Context: an optimization exercise on an open-source flow, tuned for small area, a short achievable clock period and few clock cycles per item. The choices shown serve that exercise and are no tape-out recipe.
In this exercise RTL edits were held to simulation tests only and were not proved equivalent to the original.

==> flow/run.sh <==
#!/bin/bash
# synth_recipe.tcl (not shown) runs the flow's synth.tcl, then flattens the netlist and writes it again
# the make line also repeats each setting of config.mk as NAME=value (left out here)
make -C /OpenROAD-flow-scripts/flow DESIGN_CONFIG=/design/flow/config.mk WORK_HOME=/design/flow/orfs CLKGATE_MAP_FILE= SYNTH_SCRIPT=/design/flow/synth_recipe.tcl finish
==> flow/config.mk <==
export PLATFORM = sky130hd
export DESIGN_NAME = sw_top
export DESIGN_NICKNAME = sw_top
export VERILOG_FILES = /design/flow/design.v
export SDC_FILE = /design/flow/constraint.sdc
export NUM_CORES = 4
export LEC_CHECK = 0
export CAP_MARGIN = 20
export CORE_MARGIN = 2
export CORE_UTILIZATION = 40
export SLEW_MARGIN = 20
==> flow/constraint.sdc <==
create_clock -name core_clock -period 22.0 [get_ports {clk}]
set_input_delay 4.4000 -clock core_clock [delete_from_list [all_inputs] [get_ports {clk}]]
set_output_delay 4.4000 -clock core_clock [all_outputs]
set_load 0.01 [all_outputs]
==> flow/design.v <==
`default_nettype none
package sw_pkg;
    typedef enum logic [1:0] {
        BASE_A = 2'd0,
        BASE_T = 2'd1,
        BASE_G = 2'd2,
        BASE_C = 2'd3
    } base_t;
    typedef logic signed [8-1:0] score_t;
    typedef enum logic [1:0] {
        LOAD_QUERY = 2'd0,
        STREAM_REF = 2'd1,
        DRAIN      = 2'd2
    } load_state_t;
    typedef struct packed {
        score_t             score;
        logic [3-1:0]  row;
        logic [4-1:0]  col;
    } best_t;
endpackage
`default_nettype wire
`timescale 1ns/1ps
`default_nettype none
module sym_loader (
    input  logic            clk,
    input  logic            rst,
    input  logic            i_sym_valid,
    input  sw_pkg::base_t   i_sym,
    input  logic            i_retired,
    output logic            o_sym_credit,
    output logic            o_q_load,
    output sw_pkg::base_t   o_q_base,
    output logic            o_ref_valid,
    output sw_pkg::base_t   o_ref_base,
    output logic            o_ref_last
);
    localparam int PTR_W = $clog2(4);
    sw_pkg::base_t              fifo_mem [4];
    logic [PTR_W-1:0]   wr_ptr;
    logic [PTR_W-1:0]   rd_ptr;
    logic [PTR_W:0]     fifo_cnt;
    sw_pkg::load_state_t        state;
    logic [4-1:0]  base_cnt;
    logic               pop;
    assign pop = (fifo_cnt != '0) && (state != sw_pkg::DRAIN);
    always_ff @(posedge clk) begin
        if (i_sym_valid) begin
            fifo_mem[wr_ptr] <= i_sym;
        end
    end
    always_ff @(posedge clk or posedge rst) begin
        if (rst) begin
            wr_ptr   <= '0;
            rd_ptr   <= '0;
            fifo_cnt <= '0;
        end else begin
            if (i_sym_valid) begin
                wr_ptr <= wr_ptr + 1'b1;
            end
            if (pop) begin
                rd_ptr <= rd_ptr + 1'b1;
            end
            case ({i_sym_valid, pop})
                2'b10:   fifo_cnt <= fifo_cnt + 1'b1;
                2'b01:   fifo_cnt <= fifo_cnt - 1'b1;
                default: fifo_cnt <= fifo_cnt;
            endcase
        end
    end
    always_ff @(posedge clk) begin
        if (pop) begin
            o_q_base   <= fifo_mem[rd_ptr];
            o_ref_base <= fifo_mem[rd_ptr];
        end
    end
    always_ff @(posedge clk or posedge rst) begin
        if (rst) begin
            state          <= sw_pkg::LOAD_QUERY;
            base_cnt       <= '0;
            o_sym_credit   <= 1'b0;
            o_q_load    <= 1'b0;
            o_ref_valid <= 1'b0;
            o_ref_last  <= 1'b0;
        end else begin
            o_sym_credit   <= pop;
            o_q_load    <= pop && (state == sw_pkg::LOAD_QUERY);
            o_ref_valid <= pop && (state == sw_pkg::STREAM_REF);
            o_ref_last  <= pop && (state == sw_pkg::STREAM_REF) && (base_cnt == 16 - 1);
            case (state)
                sw_pkg::LOAD_QUERY: begin
                    if (pop) begin
                        if (base_cnt == 8 - 1) begin
                            base_cnt <= '0;
                            state    <= sw_pkg::STREAM_REF;
                        end else begin
                            base_cnt <= base_cnt + 1'b1;
                        end
                    end
                end
                sw_pkg::STREAM_REF: begin
                    if (pop) begin
                        if (base_cnt == 16 - 1) begin
                            base_cnt <= '0;
                            state    <= sw_pkg::DRAIN;
                        end else begin
                            base_cnt <= base_cnt + 1'b1;
                        end
                    end
                end
                sw_pkg::DRAIN: begin
                    if (i_retired) begin
                        state <= sw_pkg::LOAD_QUERY;
                    end
                end
                default: state <= sw_pkg::LOAD_QUERY;
            endcase
        end
    end
endmodule
`default_nettype wire
`timescale 1ns/1ps
`default_nettype none
module sw_pe (
    input  logic            clk,
    input  logic            rst,
    input  logic            i_clear,
    input  logic            i_q_load,
    input  sw_pkg::base_t   i_q_base,
    input  logic            i_valid,
    input  sw_pkg::base_t   i_base,
    input  sw_pkg::score_t  i_h_diag,
    input  sw_pkg::score_t  i_h_up,
    input  sw_pkg::score_t  i_f_up,
    output sw_pkg::base_t   o_q_base,
    output logic            o_valid,
    output sw_pkg::base_t   o_base,
    output sw_pkg::score_t  o_h,
    output sw_pkg::score_t  o_f,
    output sw_pkg::score_t  o_h_diag
);
    sw_pkg::base_t  q_base;
    sw_pkg::score_t prev_h;
    sw_pkg::score_t prev_e;
    sw_pkg::score_t e_new;
    sw_pkg::score_t f_new;
    sw_pkg::score_t diag_new;
    sw_pkg::score_t h_new;
    localparam logic signed [8-1:0] GAP_O  = 1;
    localparam logic signed [8-1:0] GAP_X  = 1;
    localparam logic signed [8-1:0] S_MAT  = 2;
    localparam logic signed [8-1:0] S_MIS  = (-1);
    localparam logic signed [8-1:0] S_ZERO = '0;
    function automatic logic signed [8-1:0] max_s(input logic signed [8-1:0] a,
                                                          input logic signed [8-1:0] b);
        max_s = (a > b) ? a : b;
    endfunction
    always_comb begin
        e_new    = max_s(prev_h - GAP_O, prev_e - GAP_X);
        f_new    = max_s(i_h_up - GAP_O, i_f_up - GAP_X);
        diag_new = i_h_diag + ((i_base == q_base) ? S_MAT
                                                  : S_MIS);
        h_new    = max_s(max_s(S_ZERO, diag_new), max_s(e_new, f_new));
    end
    always_ff @(posedge clk) begin
        if (i_q_load) begin
            q_base <= i_q_base;
        end
    end
    assign o_q_base = q_base;
    always_ff @(posedge clk or posedge rst) begin
        if (rst) begin
            prev_h  <= '0;
            prev_e  <= '0;
            o_valid <= 1'b0;
        end else begin
            o_valid <= i_valid;
            if (i_clear) begin
                prev_h <= '0;
                prev_e <= '0;
            end else if (i_valid) begin
                prev_h <= h_new;
                prev_e <= e_new;
            end
        end
    end
    always_ff @(posedge clk) begin
        if (i_valid) begin
            o_base   <= i_base;
            o_h      <= h_new;
            o_f      <= f_new;
            o_h_diag <= prev_h;
        end
    end
endmodule
`default_nettype wire
`timescale 1ns/1ps
`default_nettype none
module sw_array (
    input  logic            clk,
    input  logic            rst,
    input  logic                            i_q_load,
    input  sw_pkg::base_t                   i_q_base,
    input  logic                            i_ref_valid,
    input  sw_pkg::base_t                   i_ref_base,
    input  logic                            i_ref_last,
    output logic [8-1:0][8-1:0] o_h,
    output logic [8-1:0]               o_valid,
    output logic [8-1:0][4-1:0]   o_col,
    output logic                            o_done
);
    logic [8:0]    valid_chain;
    sw_pkg::base_t              base_chain [8+1];
    sw_pkg::score_t             h_chain    [8+1];
    sw_pkg::score_t             f_chain    [8+1];
    sw_pkg::score_t             diag_chain [8+1];
    sw_pkg::base_t              q_chain    [8+1];
    logic               q_phase;
    logic               clear;
    logic [4-1:0]  col_cnt;
    logic [4-1:0]  col_pipe [8];
    logic [8-1:0]  last_pipe;
    assign valid_chain[0]   = i_ref_valid;
    assign base_chain[0]    = i_ref_base;
    assign h_chain[0]       = '0;
    assign f_chain[0]       = '0;
    assign diag_chain[0]    = '0;
    assign q_chain[8]  = i_q_base;
    assign clear = i_q_load && !q_phase;
    for (genvar i = 0; i < 8; i++) begin : g_pe
        sw_pe u_pe (
            .clk      (clk),
            .rst      (rst),
            .i_clear  (clear),
            .i_q_load (i_q_load),
            .i_q_base (q_chain[i+1]),
            .i_valid  (valid_chain[i]),
            .i_base   (base_chain[i]),
            .i_h_diag (diag_chain[i]),
            .i_h_up   (h_chain[i]),
            .i_f_up   (f_chain[i]),
            .o_q_base (q_chain[i]),
            .o_valid  (valid_chain[i+1]),
            .o_base   (base_chain[i+1]),
            .o_h      (h_chain[i+1]),
            .o_f      (f_chain[i+1]),
            .o_h_diag (diag_chain[i+1])
        );
    end
    always_ff @(posedge clk or posedge rst) begin
        if (rst) begin
            q_phase   <= 1'b0;
            col_cnt   <= '0;
            last_pipe <= '0;
        end else begin
            if (i_q_load) begin
                q_phase <= 1'b1;
            end else if (i_ref_valid) begin
                q_phase <= 1'b0;
            end
            if (i_ref_valid) begin
                col_cnt <= i_ref_last ? '0 : col_cnt + 1'b1;
            end
            if (valid_chain[0]) begin
                last_pipe[0] <= i_ref_last;
            end
            for (int i = 1; i < 8; i++) begin
                if (valid_chain[i]) begin
                    last_pipe[i] <= last_pipe[i-1];
                end
            end
        end
    end
    always_ff @(posedge clk) begin
        if (valid_chain[0]) begin
            col_pipe[0] <= col_cnt;
        end
        for (int i = 1; i < 8; i++) begin
            if (valid_chain[i]) begin
                col_pipe[i] <= col_pipe[i-1];
            end
        end
    end
    always_comb begin
        for (int i = 0; i < 8; i++) begin
            o_h[i]   = h_chain[i+1];
            o_col[i] = col_pipe[i];
        end
    end
    assign o_valid = valid_chain[8:1];
    assign o_done  = valid_chain[8] && last_pipe[8-1];
endmodule
`default_nettype wire
`timescale 1ns/1ps
`default_nettype none
module best_tracker (
    input  logic            clk,
    input  logic            rst,
    input  logic [8-1:0][8-1:0] i_h,
    input  logic [8-1:0]               i_valid,
    input  logic [8-1:0][4-1:0]   i_col,
    input  logic                            i_done,
    output sw_pkg::best_t   o_best,
    output logic            o_done
);
    sw_pkg::best_t run_best;
    sw_pkg::best_t step_best;
    sw_pkg::best_t cand;
    function automatic logic better(sw_pkg::best_t a, sw_pkg::best_t b);
        logic [4:0] sum_a;
        logic [4:0] sum_b;
        sum_a = a.row + a.col;
        sum_b = b.row + b.col;
        if (a.score != b.score) begin
            better = a.score > b.score;
        end else if (sum_a != sum_b) begin
            better = sum_a < sum_b;
        end else begin
            better = a.row < b.row;
        end
    endfunction
    always_comb begin
        step_best = run_best;
        cand      = run_best;
        for (int i = 0; i < 8; i++) begin
            cand.score = i_h[i];
            cand.row   = 3'(i);
            cand.col   = i_col[i];
            if (i_valid[i] && better(cand, step_best)) begin
                step_best = cand;
            end
        end
    end
    always_ff @(posedge clk or posedge rst) begin
        if (rst) begin
            run_best <= '0;
            o_done   <= 1'b0;
        end else begin
            o_done <= i_done;
            if (o_done) begin
                run_best <= '0;
            end else begin
                run_best <= step_best;
            end
        end
    end
    assign o_best = run_best;
endmodule
`default_nettype wire
`timescale 1ns/1ps
`default_nettype none
module result_port (
    input  logic                clk,
    input  logic                rst,
    input  logic                i_done,
    input  sw_pkg::best_t       i_best,
    input  logic                i_res_credit,
    output logic                o_res_valid,
    output sw_pkg::score_t      o_res_score,
    output logic [3-1:0]   o_res_row,
    output logic [4-1:0]   o_res_col,
    output logic                o_retired
);
    localparam int CRED_W = 4;
    sw_pkg::best_t              held_best;
    logic               held;
    logic [CRED_W-1:0]  credit_cnt;
    logic               send;
    assign send = held && (credit_cnt != '0);
    always_ff @(posedge clk) begin
        if (i_done) begin
            held_best <= i_best;
        end
    end
    always_ff @(posedge clk or posedge rst) begin
        if (rst) begin
            held       <= 1'b0;
            credit_cnt <= '0;
        end else begin
            if (i_done) begin
                held <= 1'b1;
            end else if (send) begin
                held <= 1'b0;
            end
            case ({i_res_credit, send})
                2'b10:   credit_cnt <= credit_cnt + 1'b1;
                2'b01:   credit_cnt <= credit_cnt - 1'b1;
                default: credit_cnt <= credit_cnt;
            endcase
        end
    end
    assign o_res_valid = send;
    assign o_res_score = held_best.score;
    assign o_res_row   = held_best.row;
    assign o_res_col   = held_best.col;
    assign o_retired   = send;
endmodule
`default_nettype wire
`timescale 1ns/1ps
`default_nettype none
module sw_top (
    input  logic                clk,
    input  logic                rst,
    input  logic                i_sym_valid,
    input  sw_pkg::base_t       i_sym,
    input  logic                i_res_credit,
    output logic                o_sym_credit,
    output logic                o_res_valid,
    output sw_pkg::score_t      o_res_score,
    output logic [3-1:0]   o_res_row,
    output logic [4-1:0]   o_res_col
);
    logic                            q_load;
    sw_pkg::base_t                           q_base;
    logic                            ref_valid;
    sw_pkg::base_t                           ref_base;
    logic                            ref_last;
    logic [8-1:0][8-1:0] row_h;
    logic [8-1:0]               row_valid;
    logic [8-1:0][4-1:0]   row_col;
    logic                            row_done;
    sw_pkg::best_t best;
    logic  best_done;
    logic  retired;
    sym_loader u_loader (
        .clk          (clk),
        .rst          (rst),
        .i_sym_valid  (i_sym_valid),
        .i_sym        (i_sym),
        .i_retired    (retired),
        .o_sym_credit (o_sym_credit),
        .o_q_load     (q_load),
        .o_q_base     (q_base),
        .o_ref_valid  (ref_valid),
        .o_ref_base   (ref_base),
        .o_ref_last   (ref_last)
    );
    sw_array u_array (
        .clk    (clk),
        .rst    (rst),
        .i_q_load    (q_load),
        .i_q_base    (q_base),
        .i_ref_valid (ref_valid),
        .i_ref_base  (ref_base),
        .i_ref_last  (ref_last),
        .o_h         (row_h),
        .o_valid     (row_valid),
        .o_col       (row_col),
        .o_done      (row_done)
    );
    best_tracker u_tracker (
        .clk    (clk),
        .rst    (rst),
        .i_h     (row_h),
        .i_valid (row_valid),
        .i_col   (row_col),
        .i_done  (row_done),
        .o_best (best),
        .o_done (best_done)
    );
    result_port u_result (
        .clk          (clk),
        .rst          (rst),
        .i_done       (best_done),
        .i_best       (best),
        .i_res_credit (i_res_credit),
        .o_res_valid  (o_res_valid),
        .o_res_score  (o_res_score),
        .o_res_row    (o_res_row),
        .o_res_col    (o_res_col),
        .o_retired    (retired)
    );
endmodule
`default_nettype wire
==> run notes <==
-- state kept, by name, summed over array words and instances, names as in the netlist, 2 cells and up --
signal,flops
u_array.g_pe.u_pe.prev_h,64
u_array.g_pe.u_pe.q_base,16
u_array.col_cnt,4
u_loader.state,2
u_array.g_pe.u_pe.prev_e,64
u_loader.wr_ptr,2
u_loader.rd_ptr,2
u_result.credit_cnt,4
u_tracker.run_best,15
u_array.last_pipe,8
u_loader.base_cnt,4
u_array.g_pe.u_pe.o_h_diag,56
u_array.g_pe.u_pe.o_f,48
u_array.g_pe.u_pe.o_base,14
u_loader.fifo_mem,8
u_loader.o_q_base,2
u_result.held_best,15
u_array.g_pe.u_pe.o_valid,8
u_array.g_pe.u_pe.o_h,64
u_loader.fifo_cnt,3
u_array.col_pipe,32
-- per-stage QoR --
step	util (%)	area [µm²]	setup TNS, ps
floorplan	-	34300	0
global placement	42.2	35900	0
detailed placement	42.2	35900	-1450
CTS	44.5	37800	0
global route	44.6	37900	0
finish	44.6	37900	0
-- worst min path at each step --
| stage | end | from | slack (ps) |
|---|---|---|---|
| after floorplan | u_array.col_pipe[3][0]$_DFFE_PP_ | u_array.col_pipe[2][0]$_DFFE_PP_ | 430 |
| after global placement | u_array.col_pipe[3][0]$_DFFE_PP_ | u_array.col_pipe[2][0]$_DFFE_PP_ | 430 |
| after detailed placement | u_array.col_pipe[3][0]$_DFFE_PP_ | u_array.col_pipe[2][0]$_DFFE_PP_ | 440 |
| after CTS | u_array.col_pipe[3][0]$_DFFE_PP_ | u_array.col_pipe[2][0]$_DFFE_PP_ | 450 |
| after global routing | u_array.col_pipe[3][0]$_DFFE_PP_ | u_array.col_pipe[2][0]$_DFFE_PP_ | 480 |
| final | u_array.col_pipe[3][0]$_DFFE_PP_ | u_array.col_pipe[2][0]$_DFFE_PP_ | 450 |
-- cells in the final DEF (no fill, tap or decap), drive strengths merged, types with 26 or more instances in the layout --
cell and count:
xnor2 162, a21o 51, inv 333, dfrtp 187
o21a 168, nand4 45, xor2 100, mux2i 227
nor2b 66, buf 44, nand2 159, nor4 26
nand3 64, nor2 287, o21ai 114, nand2b 47
o211ai 35, and3 40, clkbuf 63, edfxtp 255
ha 448, a21oi 164, a31oi 50, nor3 84
mux2 28
-- synthesized netlist by cell type, drive strengths merged, types with 11 or more instances --
library cell    n  area share [%]
a211oi         22            0.50
o21a          168             3.7
a41oi          11            0.28
a31oi          50            0.91
nand2         159             1.7
a21oi         164             2.4
nand4          45            0.82
nor2          287             3.1
nor4           26            0.47
inv           330             3.6
nor3b          13            0.28
and2           21            0.38
and4           12            0.31
dfrtp         187              14
xor2          100             2.6
mux2           28            0.94
a211o          13            0.33
xnor2         162             4.1
buf            18            0.27
and3           40            0.73
or3            17            0.31
a221oi         13            0.33
nor3           84             1.2
o21ai         114             1.7
mux2i         227             6.6
nand2b         47            0.86
edfxtp        255              22
clkbuf         76            0.83
nand3b         11            0.24
a21o           51             1.1
nor2b          66             1.2
nand3          64            0.93
ha            448              16
o211ai         35            0.78
-- layout make-up --
| cell class | instances | area [µm²] |
|---|---|---|
| clock buffers | 63 | 1430 |
| clock inverters | 34 | 482 |
| fillers | 8042 | 47100 |
| inverters | 331 | 1250 |
| multi-input cells | 2651 | 20400 |
| flip-flops and latches | 442 | 12300 |
| well taps | 1144 | 1430 |
| repair buffers | 66 | 551 |
-- kinds of logic after synthesis --
kind of cell,count (synthesis)
xor gates and xnor gates,262
other,1
AOI/OAI and AO/OA,748
adders and majority gates,454
buffers and inverters,425
DFF,442
and+or+nand+nor,922
muxes,257
-- per-layer routing --
| layer | routed length (µm) | part of all wire [%] | vias up |
|---|---|---|---|
| met4 | 1990 | 2.3 | 0 |
| met3 | 4740 | 5.5 | 133 |
| met1 | 41600 | 48 | 12100 |
| li1 | - | - | 12800 |
| met5 | 0 | 0 | - |
| met2 | 37900 | 44 | 585 |
-- critical path: cells and delay by family, from the launching register on --
kind / cells / cell delay, ps
AOI/OAI and AO/OA: 33 / 6930
xor gates and xnor gates: 7 / 980
adders and majority gates: 21 / 6150
buffers and inverters: 3 / 330
DFF: 1 / 470
muxes: 4 / 920
and+or+nand+nor: 25 / 4460
-- what timing repair did --
action | in CTS | in global routing
pin swaps | 0 | 2
setup buffers | 0 | 6
setup endpoints to repair | 9 | 15
gates resized for setup | 3 | 17
==> results.toml <==
[drt]
drc = 0
dr.pass1.iters = 5
ant_nets = 0
viasPerCell = 5.41
via_count = 25600
drt_iter0_markers = 1780
routed_wirelength_mm = 86.2
wire_per_inst_um = 18.2

[worst_setup_path]
r2r_slack_ps = 1620
startpoint_type = "flip-flop"
crit_path_start = "u_tracker.run_best[0]$_DFF_PP0_"
endpoint_kind = "flip-flop"
slowest_delay_ps = 480
cp.arrival_ps = 20870
cp_common_cell = "ha_1"
path_max_fanout = 16
crit_type = "reg2reg"
timing.rr.end = "u_tracker.run_best[2]$_DFF_PP0_"
endpoint = "u_tracker.run_best[2]$_DFF_PP0_"
reg2reg_from = "u_tracker.run_best[0]$_DFF_PP0_"
reg2regPathDepth = 93
cp.required_ps = 22490
slowest_stage = "fa_1"

[cts]
postCtsHoldBufs = 0
cts_root_buf = "clkbuf_16"
cts.sinks = 442
clk_path_buf_depth = 3
insertion_delay_ps = 610
cts_tree = "built"
numCtsBuffers = 52
cts.clk_slew.worst_paths_ps = 60
cts_max_level = 2

[sta]
post-route-min-period_ps = 20380
rsz0062_at_grt = "false"
drv_slew = 0
worst_slack_ps = 1620
skew_ps = 25.7
max_slew_margin_pct = 32.6
max_freq_mhz = 49.1
worst_slew_pin_slew_ps = 1010
period_share_pct = 92.6
fin_hold_ws_ps = 449
finalHoldViolCount = 0
setup_viol = 0

[global_routing]
gr-usage-met1_pct = 27.5
grt_pass1_wl_mm = 138
grt_overflow = 0
gr-usage-all-layers_pct = 19.3
antenna_found_initial = 0
use_met3_pct = 3.04
grt_max_degree = 77
busiest_layer = "met2"
first_global_vias = 24900
grtUsageMet2_pct = 30.6

[synthesis]
synthFlopType = "edfxtp_1"
synth_xor_area_share_pct = 6.69
synth_seq_cells = 442
synth_top_family_by_area = "adder cells"
synth.yosys.seq_area_share_pct = 36.0
synth_warnings = 17
synth_compound_area_share_pct = 14.8
yosys.area_share.simple_pct = 13.4
netlist_area_um2 = 34300
avgSynthCellArea_um2 = 9.77
synth_cell_types = 89
yosys.area_share.adder_pct = 16.7
synthCells = 3511
synthArstFlopShare_pct = 42.3
muxShareOfSynthArea_pct = 7.70
synth_edf_count = 255

[floorplanning]
start_util_pct = 40.3
die-area_um2 = 88100
fp-row-count = 107
die_x_um = 297
core_area_um2 = 85000
die_y_um = 297
top_level_ports = 23

[run]
maxCapViolCount = 0

[layout]
stdcell_count = 4731
drive_gt1_share_pct = 6.11
nNetsFinal = 4003
area_growth_pct = 10.6
n_antenna_cell = 0

[hold_path]
hp-class = "reg2reg"
hold_path_depth = 0

[placed_design]
placed_cells = 4628
dpl_worst_slack_ps = -172
gp_congestion = 0.960
dp.final_hpwl_mm = 67.4
port_buffers = 22

[run_status]
status = "timing/DRC/antenna clean"
Testbench counts, summed over its fixed seeds: cycles 13,448, jobs 384.

[separate check: timing with driven ports]
How much do the figures lean on ideal ports? The routed layout below was timed once more, with nothing changed but the port constraints. Step 1, drivers: a clkbuf_16 drives clk and a buf_2 each remaining input, both assumed. Step 2 adds t to the input delays and takes it off the output delays; t is the mean of the earliest and latest rising clock arrival at the registers after step 1. Input paths then give back, and output paths get back, about the clock's delay inside the block. Three values: ideal, step 1, step 2; two values: the first two.
t, ns: 0.657
setup slack, ns: 1.619 / 1.619 / 1.619
worst setup path after step 2: register to register
clock arrival spread, ns: 0.027 / 0.027
slew at the worst register clock pin (ns): 0.06 / 0.06
After both steps setup and hold are still met in this run. The setup slack of this run moves by 0.000 ns with the drivers and by 0.000 ns with both steps.
